This design comes from an exercise in tuning for a short achievable clock period and few clock cycles per item on the open sky130 flow, not from production work.
Function was checked by simulation only, so behaviour that the tests miss may differ from the original.
The clock port is modelled as an ideal driver; clocking choices that lean on that would not hold on a real chip.
Power and IR drop assume default switching activity.

== v7 ==
Design dfu_top, start of the top module:
module dfu_top (
	input  logic        clk,
	input  logic        rst,
	input  logic        a_valid,
	input  logic [4:0]  a_op,
	input  logic [31:0] a_data,
	output logic        a_ready,
	input  logic        b_valid,
	input  logic [31:0] b_data,
	output logic        b_ready,
	output logic        res_valid,
	output logic [31:0] res_data,
	input  logic        res_ready
);
	logic           take;
	logic           is_mul;
	logic           mul_quick;
	logic           busy;
	logic           mul_load;
	dfu_pkg::word_t held_data;
	dfu_pkg::word_t mul_data;
	operand_join join0 (
		.a_valid (a_valid),
		.a_op    (a_op),
		.b_valid (b_valid),
		.mul_quick (mul_quick),
		.busy    (busy),
		.a_ready (a_ready),
		.b_ready (b_ready),
		.take    (take),
		.is_mul  (is_mul)
	);
	int_alu alu0 (
		.tok_op   (a_op),
		.tok_a    (a_data),
		.tok_b    (b_data),
		.mul_quick (mul_quick),
		.busy      (busy),
		.held_data (held_data),
		.res_data  (res_data)
	);
	mul_pipe mul0 (
		.clk  (clk),
		.load (mul_load),
		.op_a (a_data),
		.op_b (b_data),
		.prod (mul_data)
	);
	result_buffer rbuf0 (
		.clk       (clk),
		.rst       (rst),
		.take      (take),
		.is_mul    (is_mul),
		.mul_data  (mul_data),
		.busy      (busy),
		.mul_load  (mul_load),
		.res_valid (res_valid),
		.held_data (held_data),
		.res_data  (res_data),
		.res_ready (res_ready)
	);
endmodule
Size in the first run: about 6100 cells after synthesis.
==> module int_alu, before the edit <==
module int_alu (
	input  logic [4:0]     tok_op,
	input  dfu_pkg::word_t tok_a,
	input  dfu_pkg::word_t tok_b,
	output logic           mul_quick,
	input  logic           busy,
	input  dfu_pkg::word_t held_data,
	output dfu_pkg::word_t res_data
);
	dfu_pkg::word_t alu_data;
	dfu_pkg::word_t sum;
	dfu_pkg::word_t dif;
	logic           big;
	dfu_pkg::word_t shl;
	dfu_pkg::word_t shr;
	dfu_pkg::word_t sra;
	logic signed [dfu_pkg::DATA_W-1:0] sa;
	assign sa = tok_a;
	assign sum = tok_a + tok_b;
	assign dif = tok_a - tok_b;
	logic [30:0] gt [6];
	logic [30:0] eqf [6];
	logic        gt_lo;
	logic        eq_lo;
	logic        a31;
	logic        b31;
	assign gt[0]  = tok_a[30:0] & ~tok_b[30:0];
	assign eqf[0] = ~(tok_a[30:0] ^ tok_b[30:0]);
	for (genvar l = 0; l < 5; l++) begin : g_cmp
		for (genvar i = 0; i < 31; i++) begin : g_bit
			if ((i % (2 << l)) == 0 && i + (1 << l) < 31) begin : g_join
				assign gt[l+1][i]  = gt[l][i+(1<<l)] | (eqf[l][i+(1<<l)] & gt[l][i]);
				assign eqf[l+1][i] = eqf[l][i+(1<<l)] & eqf[l][i];
			end else begin : g_pass
				assign gt[l+1][i]  = gt[l][i];
				assign eqf[l+1][i] = eqf[l][i];
			end
		end
	end
	assign gt_lo = gt[5][0];
	assign eq_lo = eqf[5][0];
	assign a31 = tok_a[31];
	assign b31 = tok_b[31];
	logic eq;
	logic ugt;
	logic sgt;
	assign eq  = eq_lo & (a31 == b31);
	assign ugt = (a31 & ~b31) | ((a31 == b31) & gt_lo);
	assign sgt = (~a31 & b31) | ((a31 == b31) & gt_lo);
	assign big = |tok_b[31:5];
	assign shl = tok_a << tok_b[4:0];
	assign shr = tok_a >> tok_b[4:0];
	assign sra = dfu_pkg::word_t'(sa >>> tok_b[4:0]);
	logic a_01;
	logic b_01;
	dfu_pkg::word_t mul01;
	assign a_01 = ~|tok_a[31:1];
	assign b_01 = ~|tok_b[31:1];
	assign mul_quick = a_01 | b_01;
	assign mul01 = b_01 ? (tok_a & {32{tok_b[0]}}) : (tok_b & {32{tok_a[0]}});
	logic s_mul;
	logic s_add, s_sub, s_and, s_or, s_xor, s_shl, s_shr, s_sra, s_fill;
	logic cmp;
	assign s_mul  = (tok_op == dfu_pkg::OP_MUL) & mul_quick;
	assign s_add  = (tok_op == dfu_pkg::OP_ADD);
	assign s_sub  = (tok_op == dfu_pkg::OP_SUB);
	assign s_and  = (tok_op == dfu_pkg::OP_AND);
	assign s_or   = (tok_op == dfu_pkg::OP_OR);
	assign s_xor  = (tok_op == dfu_pkg::OP_XOR);
	assign s_shl  = (tok_op == dfu_pkg::OP_SHL) & ~big;
	assign s_shr  = (tok_op == dfu_pkg::OP_LSHR) & ~big;
	assign s_sra  = (tok_op == dfu_pkg::OP_ASHR) & ~big;
	assign s_fill = (tok_op == dfu_pkg::OP_ASHR) & big & tok_a[31];
	always_comb begin
		case (tok_op)
			dfu_pkg::OP_EQ:  cmp = eq;
			dfu_pkg::OP_NE:  cmp = ~eq;
			dfu_pkg::OP_UGT: cmp = ugt;
			dfu_pkg::OP_UGE: cmp = ugt | eq;
			dfu_pkg::OP_ULT: cmp = ~(ugt | eq);
			dfu_pkg::OP_ULE: cmp = ~ugt;
			dfu_pkg::OP_SGT: cmp = sgt;
			dfu_pkg::OP_SGE: cmp = sgt | eq;
			dfu_pkg::OP_SLT: cmp = ~(sgt | eq);
			dfu_pkg::OP_SLE: cmp = ~sgt;
			default:         cmp = 1'b0;
		endcase
	end
	always_comb begin
		alu_data = ({32{s_add}} & sum)
			| ({32{s_sub}} & dif)
			| ({32{s_and}} & (tok_a & tok_b))
			| ({32{s_or}}  & (tok_a | tok_b))
			| ({32{s_xor}} & (tok_a ^ tok_b))
			| ({32{s_shl}} & shl)
			| ({32{s_shr}} & shr)
			| ({32{s_sra}} & sra)
			| {32{s_fill}}
			| ({32{s_mul}} & mul01);
		alu_data[0] = alu_data[0] | cmp;
	end
	assign res_data = busy ? held_data : alu_data;
endmodule
==> module result_buffer, before the edit <==
module result_buffer (
	input  logic           clk,
	input  logic           rst,
	input  logic           take,
	input  logic           is_mul,
	input  dfu_pkg::word_t mul_data,
	output logic           busy,
	output logic           mul_load,
	output logic           res_valid,
	output dfu_pkg::word_t held_data,
	input  dfu_pkg::word_t res_data,
	input  logic           res_ready
);
	logic           mul_q;
	logic           full_q;
	dfu_pkg::word_t slot_q;
	assign busy = mul_q | full_q;
	assign mul_load = ~busy;
	always_ff @(posedge clk or posedge rst) begin
		if (rst) begin
			mul_q  <= 1'b0;
			full_q <= 1'b0;
		end else if (busy) begin
			if (res_ready) begin
				mul_q  <= 1'b0;
				full_q <= 1'b0;
			end
		end else begin
			mul_q  <= take & is_mul;
			full_q <= take & ~is_mul & ~res_ready;
		end
	end
	always_ff @(posedge clk) begin
		if (~busy) begin
			slot_q <= res_data;
		end
	end
	assign res_valid = busy | (take & ~is_mul);
	assign held_data = mul_q ? mul_data : slot_q;
endmodule
==> module dfu_top, before the edit <==
module dfu_top (
	input  logic        clk,
	input  logic        rst,
	input  logic        a_valid,
	input  logic [4:0]  a_op,
	input  logic [31:0] a_data,
	output logic        a_ready,
	input  logic        b_valid,
	input  logic [31:0] b_data,
	output logic        b_ready,
	output logic        res_valid,
	output logic [31:0] res_data,
	input  logic        res_ready
);
	logic           take;
	logic           is_mul;
	logic           mul_quick;
	logic           busy;
	logic           mul_load;
	dfu_pkg::word_t held_data;
	dfu_pkg::word_t mul_data;
	operand_join join0 (
		.a_valid (a_valid),
		.a_op    (a_op),
		.b_valid (b_valid),
		.mul_quick (mul_quick),
		.busy    (busy),
		.a_ready (a_ready),
		.b_ready (b_ready),
		.take    (take),
		.is_mul  (is_mul)
	);
	int_alu alu0 (
		.tok_op   (a_op),
		.tok_a    (a_data),
		.tok_b    (b_data),
		.mul_quick (mul_quick),
		.busy      (busy),
		.held_data (held_data),
		.res_data  (res_data)
	);
	mul_pipe mul0 (
		.clk  (clk),
		.load (mul_load),
		.op_a (a_data),
		.op_b (b_data),
		.prod (mul_data)
	);
	result_buffer rbuf0 (
		.clk       (clk),
		.rst       (rst),
		.take      (take),
		.is_mul    (is_mul),
		.mul_data  (mul_data),
		.busy      (busy),
		.mul_load  (mul_load),
		.res_valid (res_valid),
		.held_data (held_data),
		.res_data  (res_data),
		.res_ready (res_ready)
	);
endmodule
clock: 9.0 ns
lec_check: 0
cap_margin: 20
core_margin: 2
core_utilization: 40
setup_slack_margin: 4.0
slew_margin: 20
standard.sh (not shown) runs the stock make flow with config.mk's settings and CLKGATE_MAP_FILE= SYNTH_SCRIPT=/design/flow/synth_recipe.tcl, a recipe that flattens the netlist after the stock synthesis.
==> flow/flow/run.sh <==
#!/bin/bash
# The standard layout (standard.sh, all ORFS steps to finish) with these
# changes:
# - synthesis runs through flow/synth.tcl: modules are mapped one by one
#   (SYNTH_HIERARCHICAL 1, flattened at the end as the standard flow's synthesis
#   does), with flow/speed.abc, a delay-driven ABC script, and with no
#   adder cells extracted;
# - the port buffers are plain sky130_fd_sc_hd__buf_4 cells (which the
#   resizer may resize) rather than delay cells;
# - the CTS and global-route steps each end with extra setup repair
#   passes (flow/post_cts.tcl, flow/post_grt.tcl).
# Make's full output goes to flow_make.log in the work folder; ORFS keeps
# each step's log under orfs/logs/.
set -euo pipefail
work=$(pwd)
bash standard.sh \
  SYNTH_HIERARCHICAL=1 \
  SYNTH_SCRIPT="$work/flow/synth.tcl" \
  FLOW_ABC_SCRIPT="$work/flow/speed.abc" \
  BUFFER_PORTS_ARGS="-buffer_cell sky130_fd_sc_hd__buf_4" \
  POST_CTS_TCL="$work/flow/post_cts.tcl" \
  POST_GLOBAL_ROUTE_TCL="$work/flow/post_grt.tcl" \
  finish > "$work/flow_make.log" 2>&1
Other scripts of this flow, unchanged in this note and not shown: flow/flow/post_cts.tcl, flow/flow/post_grt.tcl, flow/flow/speed.abc, flow/flow/synth.tcl
Testbench counts of v7, summed over its fixed seeds: cycles 9,419, items 8,000.
Setup changes, v7 to v29
diff --git a/flow/design.v b/flow/design.v
--- a/flow/design.v
+++ b/flow/design.v
@@ -45,13 +45,10 @@
 	input  logic [4:0]     tok_op,
 	input  dfu_pkg::word_t tok_a,
 	input  dfu_pkg::word_t tok_b,
 	output logic           mul_quick,
-	input  logic           busy,
-	input  dfu_pkg::word_t held_data,
-	output dfu_pkg::word_t res_data
+	output dfu_pkg::word_t alu_data
 );
-	dfu_pkg::word_t alu_data;
 	dfu_pkg::word_t sum;
 	dfu_pkg::word_t dif;
 	logic           big;
 	dfu_pkg::word_t shl;
@@ -141,9 +138,8 @@
 			| {32{s_fill}}
 			| ({32{s_mul}} & mul01);
 		alu_data[0] = alu_data[0] | cmp;
 	end
-	assign res_data = busy ? held_data : alu_data;
 endmodule
 module mul_pipe (
 	input  logic        clk,
 	input  logic        load,
@@ -1978,14 +1974,14 @@
 	input  logic           clk,
 	input  logic           rst,
 	input  logic           take,
 	input  logic           is_mul,
+	input  dfu_pkg::word_t alu_data,
 	input  dfu_pkg::word_t mul_data,
 	output logic           busy,
 	output logic           mul_load,
 	output logic           res_valid,
-	output dfu_pkg::word_t held_data,
-	input  dfu_pkg::word_t res_data,
+	output dfu_pkg::word_t res_data,
 	input  logic           res_ready
 );
 	logic           mul_q;
 	logic           full_q;
@@ -2007,13 +2003,13 @@
 		end
 	end
 	always_ff @(posedge clk) begin
 		if (~busy) begin
-			slot_q <= res_data;
+			slot_q <= alu_data;
 		end
 	end
 	assign res_valid = busy | (take & ~is_mul);
-	assign held_data = mul_q ? mul_data : slot_q;
+	assign res_data = busy ? (mul_q ? mul_data : slot_q) : alu_data;
 endmodule
 module dfu_top (
 	input  logic        clk,
 	input  logic        rst,
@@ -2032,9 +2028,9 @@
 	logic           is_mul;
 	logic           mul_quick;
 	logic           busy;
 	logic           mul_load;
-	dfu_pkg::word_t held_data;
+	dfu_pkg::word_t alu_data;
 	dfu_pkg::word_t mul_data;
 	operand_join join0 (
 		.a_valid (a_valid),
 		.a_op    (a_op),
@@ -2050,11 +2046,9 @@
 		.tok_op   (a_op),
 		.tok_a    (a_data),
 		.tok_b    (b_data),
 		.mul_quick (mul_quick),
-		.busy      (busy),
-		.held_data (held_data),
-		.res_data  (res_data)
+		.alu_data (alu_data)
 	);
 	mul_pipe mul0 (
 		.clk  (clk),
 		.load (mul_load),
@@ -2066,13 +2060,13 @@
 		.clk       (clk),
 		.rst       (rst),
 		.take      (take),
 		.is_mul    (is_mul),
+		.alu_data  (alu_data),
 		.mul_data  (mul_data),
 		.busy      (busy),
 		.mul_load  (mul_load),
 		.res_valid (res_valid),
-		.held_data (held_data),
 		.res_data  (res_data),
 		.res_ready (res_ready)
 	);
 endmodule
## What came out
Between v7 and v29, the final instance area is lower for v29. Between v7 and v29, placer's final routability congestion estimate is lower for v29, v7 comes in above that. Power share of the combinational group in v29 is 1.2 points below v7. Compared with v7, v29 shows a lower share of synthesized area spent on multiplexers. Row final worst setup slack: v29 higher / v7 lower. Between v7 and v29, the flow reports power density relative to cell area decreasing by a little under 10%. v7 has a lower cell count than v29. In the flow results for v7 and v29, the fraction of met2 tracks used by global routing is smaller on v29. The final critical-path share of the clock period of v29 falls short of that of v7 by 0.34 points. Status: share of synthesized area occupied by flip-flops and latches parity (v29, v7). Clock-buffer cell count came out higher on v29 than on v7. Diff v7 -> v29: footprint of the multi-input gates now smaller, cell leakage power rose by 0.23 nW.
Testbench counts of v29, summed over its fixed seeds: cycles 9,419, items 8,000.

re-timing with driven ports:
How much do the figures lean on ideal ports? The routed layouts below were timed once more, with nothing changed but the port constraints. Step 1: set_driving_cell puts a clkbuf_16 on clk and a buf_2 on each other input, an assumption about the parent block. Step 2 moves the port delays by t, midway between the first and last clock arrival at a register: inputs arrive t later, outputs are due t later. That takes back most of the time a late clock gives input paths. Slacks: ideal / step 1 / step 2; pairs: ideal / step 1.
| run | shift t [ns] | setup slack, ns | latest minus earliest clock arrival (ns) | slew at the worst register clock pin (ns) | worst data-port slew with drivers (ns) |
|---|---|---|---|---|---|
| v7 | 0.632 | 2.887 / 2.593 / 2.593 | 0.048 / 0.048 | 0.12 / 0.12 | 0.49 |
| v29 | 0.593 | 2.918 / 2.648 / 2.399 | 0.037 / 0.037 | 0.11 / 0.11 | 0.41 |
After both steps setup and hold are still met in every run listed. For v29, which loses most, drivers alone change the setup slack by -0.270 ns; drivers and shift together by -0.519 ns.
